Source: an optimization exercise on an open RTL-to-GDS flow (aim: small area, a short achievable clock period and few clock cycles). Production flows keep margins and buffers that such runs may drop. Where RTL was checked, it was by simulation tests only, not by an equivalence proof against the original.

## v6
==> module cpu_control, before the edit <==
module cpu_control (
	input  logic                    clk,
	input  logic                    mem_read_ready_stor_reset,
	output cpu_isa_pkg::word_t      prog_addr,
	input  cpu_isa_pkg::word_t      prog_data,
	output cpu_isa_pkg::reg_idx_t   ra_idx,
	input  cpu_isa_pkg::word_t      ra_data,
	output cpu_isa_pkg::reg_idx_t   rb_idx,
	input  cpu_isa_pkg::word_t      rb_data,
	output cpu_isa_pkg::reg_idx_t   wr_idx,
	output cpu_isa_pkg::word_t      wr_data,
	output logic                    wr_en,
	output cpu_isa_pkg::insn_u      alu_insn,
	output cpu_isa_pkg::word_t      alu_a,
	output cpu_isa_pkg::word_t      alu_b,
	input  cpu_isa_pkg::word_t      alu_result,
	input  cpu_isa_pkg::word_t      mul_r0,
	input  cpu_isa_pkg::word_t      mul_r1,
	input  cpu_isa_pkg::word_t      mul_r2,
	output cpu_isa_pkg::word_t      mul_r0_q,
	output cpu_isa_pkg::word_t      mul_r1_q,
	output cpu_isa_pkg::word_t      mul_r2_q,
	output logic                    mem_req,
	output logic                    mem_we,
	output cpu_core_pkg::mem_addr_t mem_addr,
	output cpu_isa_pkg::word_t      mem_wdata,
	input  cpu_isa_pkg::word_t      mem_rdata,
	input  logic                    mem_ready,
	output logic                    halted
);
	cpu_isa_pkg::word_t pc_q;
	cpu_isa_pkg::insn_u ir_d;
	cpu_isa_pkg::insn_u ir_x;
	cpu_isa_pkg::word_t opa_q;
	cpu_isa_pkg::word_t opb_q;
	logic req_q;
	logic we_q;
	cpu_core_pkg::mem_addr_t maddr_q;
	cpu_isa_pkg::word_t mwdata_q;
	logic mem_busy;
	logic x_stall;
	logic d_block;
	logic halt_pend_q;
	logic halted_q;
	logic mul_ph_q;
	cpu_isa_pkg::word_t r0_q;
	cpu_isa_pkg::word_t r1_q;
	cpu_isa_pkg::word_t r2_q;
	logic mul_wait;
	cpu_isa_pkg::opcode_e d_op;
	cpu_isa_pkg::opcode_e x_op;
	logic d_set;
	logic d_mem;
	logic f_halt;
	logic stall;
	logic cond_hit;
	logic x_wr;
	cpu_isa_pkg::word_t fwd_a;
	cpu_isa_pkg::word_t fwd_b;
	assign d_op = ir_d.fields.op;
	assign x_op = ir_x.fields.op;
	assign d_set = (d_op == cpu_isa_pkg::SET);
	assign d_mem = (d_op == cpu_isa_pkg::MEMR) || (d_op == cpu_isa_pkg::MEMW);
	assign f_halt = !d_set &&
		((prog_data[3:0] == cpu_isa_pkg::HALT) || (prog_data[3:0] == cpu_isa_pkg::BUS));
	assign mul_wait = (x_op == cpu_isa_pkg::MUL) && !mul_ph_q;
	assign mem_busy = req_q && !mem_ready;
	assign x_stall = ((x_op == cpu_isa_pkg::MEMR) && !mem_ready) || mul_wait;
	assign d_block = d_mem && mem_busy;
	assign stall = x_stall || d_block;
	assign cond_hit = (x_op == cpu_isa_pkg::MOVNZ) ? (opb_q != '0) : (opb_q == '0);
	always_comb begin
		case (x_op)
			cpu_isa_pkg::HALT, cpu_isa_pkg::BUS, cpu_isa_pkg::MEMW: x_wr = 1'b0;
			cpu_isa_pkg::MOVNZ, cpu_isa_pkg::MOVEZ: x_wr = cond_hit;
			default: x_wr = 1'b1;
		endcase
	end
	assign wr_en = x_wr && !mul_wait;
	assign wr_idx = ir_x.fields.dst;
	assign wr_data = (x_op == cpu_isa_pkg::MEMR) ? mem_rdata : alu_result;
	assign ra_idx = ir_d.fields.src;
	assign rb_idx = ir_d.fields.cond;
	assign fwd_a = (x_wr && ir_x.fields.dst == ir_d.fields.src) ? wr_data : ra_data;
	assign fwd_b = (x_wr && ir_x.fields.dst == ir_d.fields.cond) ? wr_data : rb_data;
	always_ff @(posedge clk) begin
		if (mem_read_ready_stor_reset) begin
			pc_q <= '0;
			ir_d.fields.op <= cpu_isa_pkg::HALT;
			ir_x.fields.op <= cpu_isa_pkg::HALT;
			req_q <= 1'b0;
			halt_pend_q <= 1'b0;
			halted_q <= 1'b0;
			mul_ph_q <= 1'b0;
		end else begin
			mul_ph_q <= (x_op == cpu_isa_pkg::MUL) && !mul_ph_q;
			if (!x_stall && d_block) begin
				ir_x.fields.op <= cpu_isa_pkg::HALT;
			end
			if (!stall && d_mem) begin
				req_q <= 1'b1;
			end else if (mem_ready) begin
				req_q <= 1'b0;
			end
			if (!stall) begin
				ir_x <= ir_d;
				ir_d[15:4] <= prog_data[15:4];
				if (d_set || f_halt || halt_pend_q || halted_q) begin
					ir_d.fields.op <= cpu_isa_pkg::HALT;
				end else begin
					ir_d.fields.op <= cpu_isa_pkg::opcode_e'(prog_data[3:0]);
				end
				if (!f_halt && !halt_pend_q && !halted_q) begin
					pc_q <= pc_q + 16'd1;
				end
				if (f_halt) begin
					halt_pend_q <= 1'b1;
				end
				if (halt_pend_q && !mem_busy) begin
					halted_q <= 1'b1;
				end
			end
		end
	end
	always_ff @(posedge clk) begin
		if (mem_read_ready_stor_reset) begin
			we_q <= 1'b0;
		end else if (!stall && d_mem) begin
			we_q <= (d_op == cpu_isa_pkg::MEMW);
		end
	end
	always_ff @(posedge clk) begin
		if (!stall && d_mem) begin
			maddr_q <= fwd_a[cpu_core_pkg::MEM_ADDR_W-1:0];
			mwdata_q <= fwd_b;
		end
	end
	always_ff @(posedge clk) begin
		opa_q <= d_set ? prog_data : fwd_a;
		opb_q <= fwd_b;
	end
	always_ff @(posedge clk) begin
		r0_q <= mul_r0;
		r1_q <= mul_r1;
		r2_q <= mul_r2;
	end
	assign mul_r0_q = r0_q;
	assign mul_r1_q = r1_q;
	assign mul_r2_q = r2_q;
	assign alu_insn = ir_x;
	assign alu_a = opa_q;
	assign alu_b = opb_q;
	assign prog_addr = pc_q;
	assign mem_req = req_q;
	assign mem_we = we_q;
	assign mem_addr = maddr_q;
	assign mem_wdata = mwdata_q;
	assign halted = halted_q;
endmodule
export LEC_CHECK = 0
export CAP_MARGIN = 20
export CORE_MARGIN = 2
export CORE_UTILIZATION = 40
export SLEW_MARGIN = 20
create_clock -name core_clock -period 10.0 [get_ports {clk}]
standard.sh (not shown) runs the stock make flow with config.mk's settings and CLKGATE_MAP_FILE= SYNTH_SCRIPT=/design/flow/synth_recipe.tcl, a recipe that flattens the netlist after the stock synthesis.
==> flow/flow/run.sh <==
#!/bin/bash
# Standard ORFS layout, with repair_timing aiming for extra setup slack and
# plain buffers (instead of delay cells) on the ports
set -euo pipefail
bash standard.sh SETUP_SLACK_MARGIN=6.5 "BUFFER_PORTS_ARGS=-buffer_cell sky130_fd_sc_hd__buf_2" finish > standard_flow.log 2>&1
v6: no failed stages, no open violations at the end
Testbench counts of v6, summed over its fixed seeds: cycles 11,716.
diff inputs: v6 => v7
--- a/flow/design.v
+++ b/flow/design.v
@@ -808,17 +808,12 @@
 	cpu_isa_pkg::insn_u ir_d;
 	cpu_isa_pkg::insn_u ir_x;
 	cpu_isa_pkg::word_t opa_q;
 	cpu_isa_pkg::word_t opb_q;
 	logic req_q;
 	logic we_q;
-	cpu_core_pkg::mem_addr_t maddr_q;
-	cpu_isa_pkg::word_t mwdata_q;
-	logic mem_busy;
-	logic x_stall;
-	logic d_block;
 	logic halt_pend_q;
 	logic halted_q;
 	logic mul_ph_q;
 	cpu_isa_pkg::word_t r0_q;
 	cpu_isa_pkg::word_t r1_q;
 	cpu_isa_pkg::word_t r2_q;
@@ -837,16 +832,13 @@
 	assign x_op = ir_x.fields.op;
 	assign d_set = (d_op == cpu_isa_pkg::SET);
 	assign d_mem = (d_op == cpu_isa_pkg::MEMR) || (d_op == cpu_isa_pkg::MEMW);
 	assign f_halt = !d_set &&
 		((prog_data[3:0] == cpu_isa_pkg::HALT) || (prog_data[3:0] == cpu_isa_pkg::BUS));
 	assign mul_wait = (x_op == cpu_isa_pkg::MUL) && !mul_ph_q;
-	assign mem_busy = req_q && !mem_ready;
-	assign x_stall = ((x_op == cpu_isa_pkg::MEMR) && !mem_ready) || mul_wait;
-	assign d_block = d_mem && mem_busy;
-	assign stall = x_stall || d_block;
+	assign stall = (req_q && !mem_ready) || mul_wait;
 	assign cond_hit = (x_op == cpu_isa_pkg::MOVNZ) ? (opb_q != '0) : (opb_q == '0);
 	always_comb begin
 		case (x_op)
 			cpu_isa_pkg::HALT, cpu_isa_pkg::BUS, cpu_isa_pkg::MEMW: x_wr = 1'b0;
 			cpu_isa_pkg::MOVNZ, cpu_isa_pkg::MOVEZ: x_wr = cond_hit;
 			default: x_wr = 1'b1;
@@ -862,63 +854,47 @@
 	always_ff @(posedge clk) begin
 		if (mem_read_ready_stor_reset) begin
 			pc_q <= '0;
 			ir_d.fields.op <= cpu_isa_pkg::HALT;
 			ir_x.fields.op <= cpu_isa_pkg::HALT;
 			req_q <= 1'b0;
+			we_q <= 1'b0;
 			halt_pend_q <= 1'b0;
 			halted_q <= 1'b0;
 			mul_ph_q <= 1'b0;
 		end else begin
 			mul_ph_q <= (x_op == cpu_isa_pkg::MUL) && !mul_ph_q;
-			if (!x_stall && d_block) begin
-				ir_x.fields.op <= cpu_isa_pkg::HALT;
-			end
-			if (!stall && d_mem) begin
-				req_q <= 1'b1;
-			end else if (mem_ready) begin
-				req_q <= 1'b0;
-			end
 			if (!stall) begin
 				ir_x <= ir_d;
+				req_q <= d_mem;
+				we_q <= (d_op == cpu_isa_pkg::MEMW);
 				ir_d[15:4] <= prog_data[15:4];
 				if (d_set || f_halt || halt_pend_q || halted_q) begin
 					ir_d.fields.op <= cpu_isa_pkg::HALT;
 				end else begin
 					ir_d.fields.op <= cpu_isa_pkg::opcode_e'(prog_data[3:0]);
 				end
 				if (!f_halt && !halt_pend_q && !halted_q) begin
 					pc_q <= pc_q + 16'd1;
 				end
 				if (f_halt) begin
 					halt_pend_q <= 1'b1;
 				end
-				if (halt_pend_q && !mem_busy) begin
+				if (halt_pend_q) begin
 					halted_q <= 1'b1;
 				end
 			end
 		end
 	end
 	always_ff @(posedge clk) begin
-		if (mem_read_ready_stor_reset) begin
-			we_q <= 1'b0;
-		end else if (!stall && d_mem) begin
-			we_q <= (d_op == cpu_isa_pkg::MEMW);
-		end
-	end
-	always_ff @(posedge clk) begin
-		if (!stall && d_mem) begin
-			maddr_q <= fwd_a[cpu_core_pkg::MEM_ADDR_W-1:0];
-			mwdata_q <= fwd_b;
+		if (!stall) begin
+			opa_q <= d_set ? prog_data : fwd_a;
+			opb_q <= fwd_b;
 		end
 	end
 	always_ff @(posedge clk) begin
-		opa_q <= d_set ? prog_data : fwd_a;
-		opb_q <= fwd_b;
-	end
-	always_ff @(posedge clk) begin
 		r0_q <= mul_r0;
 		r1_q <= mul_r1;
 		r2_q <= mul_r2;
 	end
 	assign mul_r0_q = r0_q;
 	assign mul_r1_q = r1_q;
@@ -926,14 +902,14 @@
 	assign alu_insn = ir_x;
 	assign alu_a = opa_q;
 	assign alu_b = opb_q;
 	assign prog_addr = pc_q;
 	assign mem_req = req_q;
 	assign mem_we = we_q;
-	assign mem_addr = maddr_q;
-	assign mem_wdata = mwdata_q;
+	assign mem_addr = opa_q[cpu_core_pkg::MEM_ADDR_W-1:0];
+	assign mem_wdata = opb_q;
 	assign halted = halted_q;
 endmodule
 `default_nettype wire
 `timescale 1ns/10ps
 `default_nettype none
 module cpu_top (
==> comparison <==
No run among v7 and v6 stopped early or left any final violation; all are clean.
v7 vs. v6: slew at the pin closest to its max-slew limit increased 0.11 ns; cell area decreased about 1.8%; wire length decreased about 6%; number of flops mapped to enable cells by yosys increased 0.33%; depth of the critical timing path with buffers and inverters included decreased 6.
When v7 is set beside v6, its synthesized area turns out to be 4.0% smaller.
The final critical path time including I/O delays and setup in v7 was higher than what v6 gave.
In the final design statistics, v7 uses fewer standard cells in total than v6.
Sort v7 and v6 by layout multi-input combinational cell count asc -> top: v7
Re number of detailed-routing iterations run before antenna repair: no difference whatsoever between v7 and v6.
Only the layout flow was run in v7; the RTL was not checked for function there.

## separate check: timing with driven ports
How much do the figures lean on ideal ports? The routed layouts below were timed once more, with nothing changed but the port constraints. Step 1: set_driving_cell puts a clkbuf_16 on clk and a buf_2 on each other input, an assumption about the parent block. Step 2 also shifts input and output timing later by t, the mid clock arrival at the registers, as if the neighbouring blocks saw the same clock. a / b / c = ideal ports / drivers / drivers and shift; a / b = the first two.
run | t, ns | setup slack, ns | cell pins on the clock port's net
v6 | 0.656 | 6.429 / 6.429 / 5.966 | 1
v7 | 0.654 | 6.413 / 6.413 / 5.984 | 1
After both steps setup and hold are still met in every run listed. For v6, which loses most, drivers alone change the setup slack by 0.000 ns; drivers and shift together by -0.463 ns.
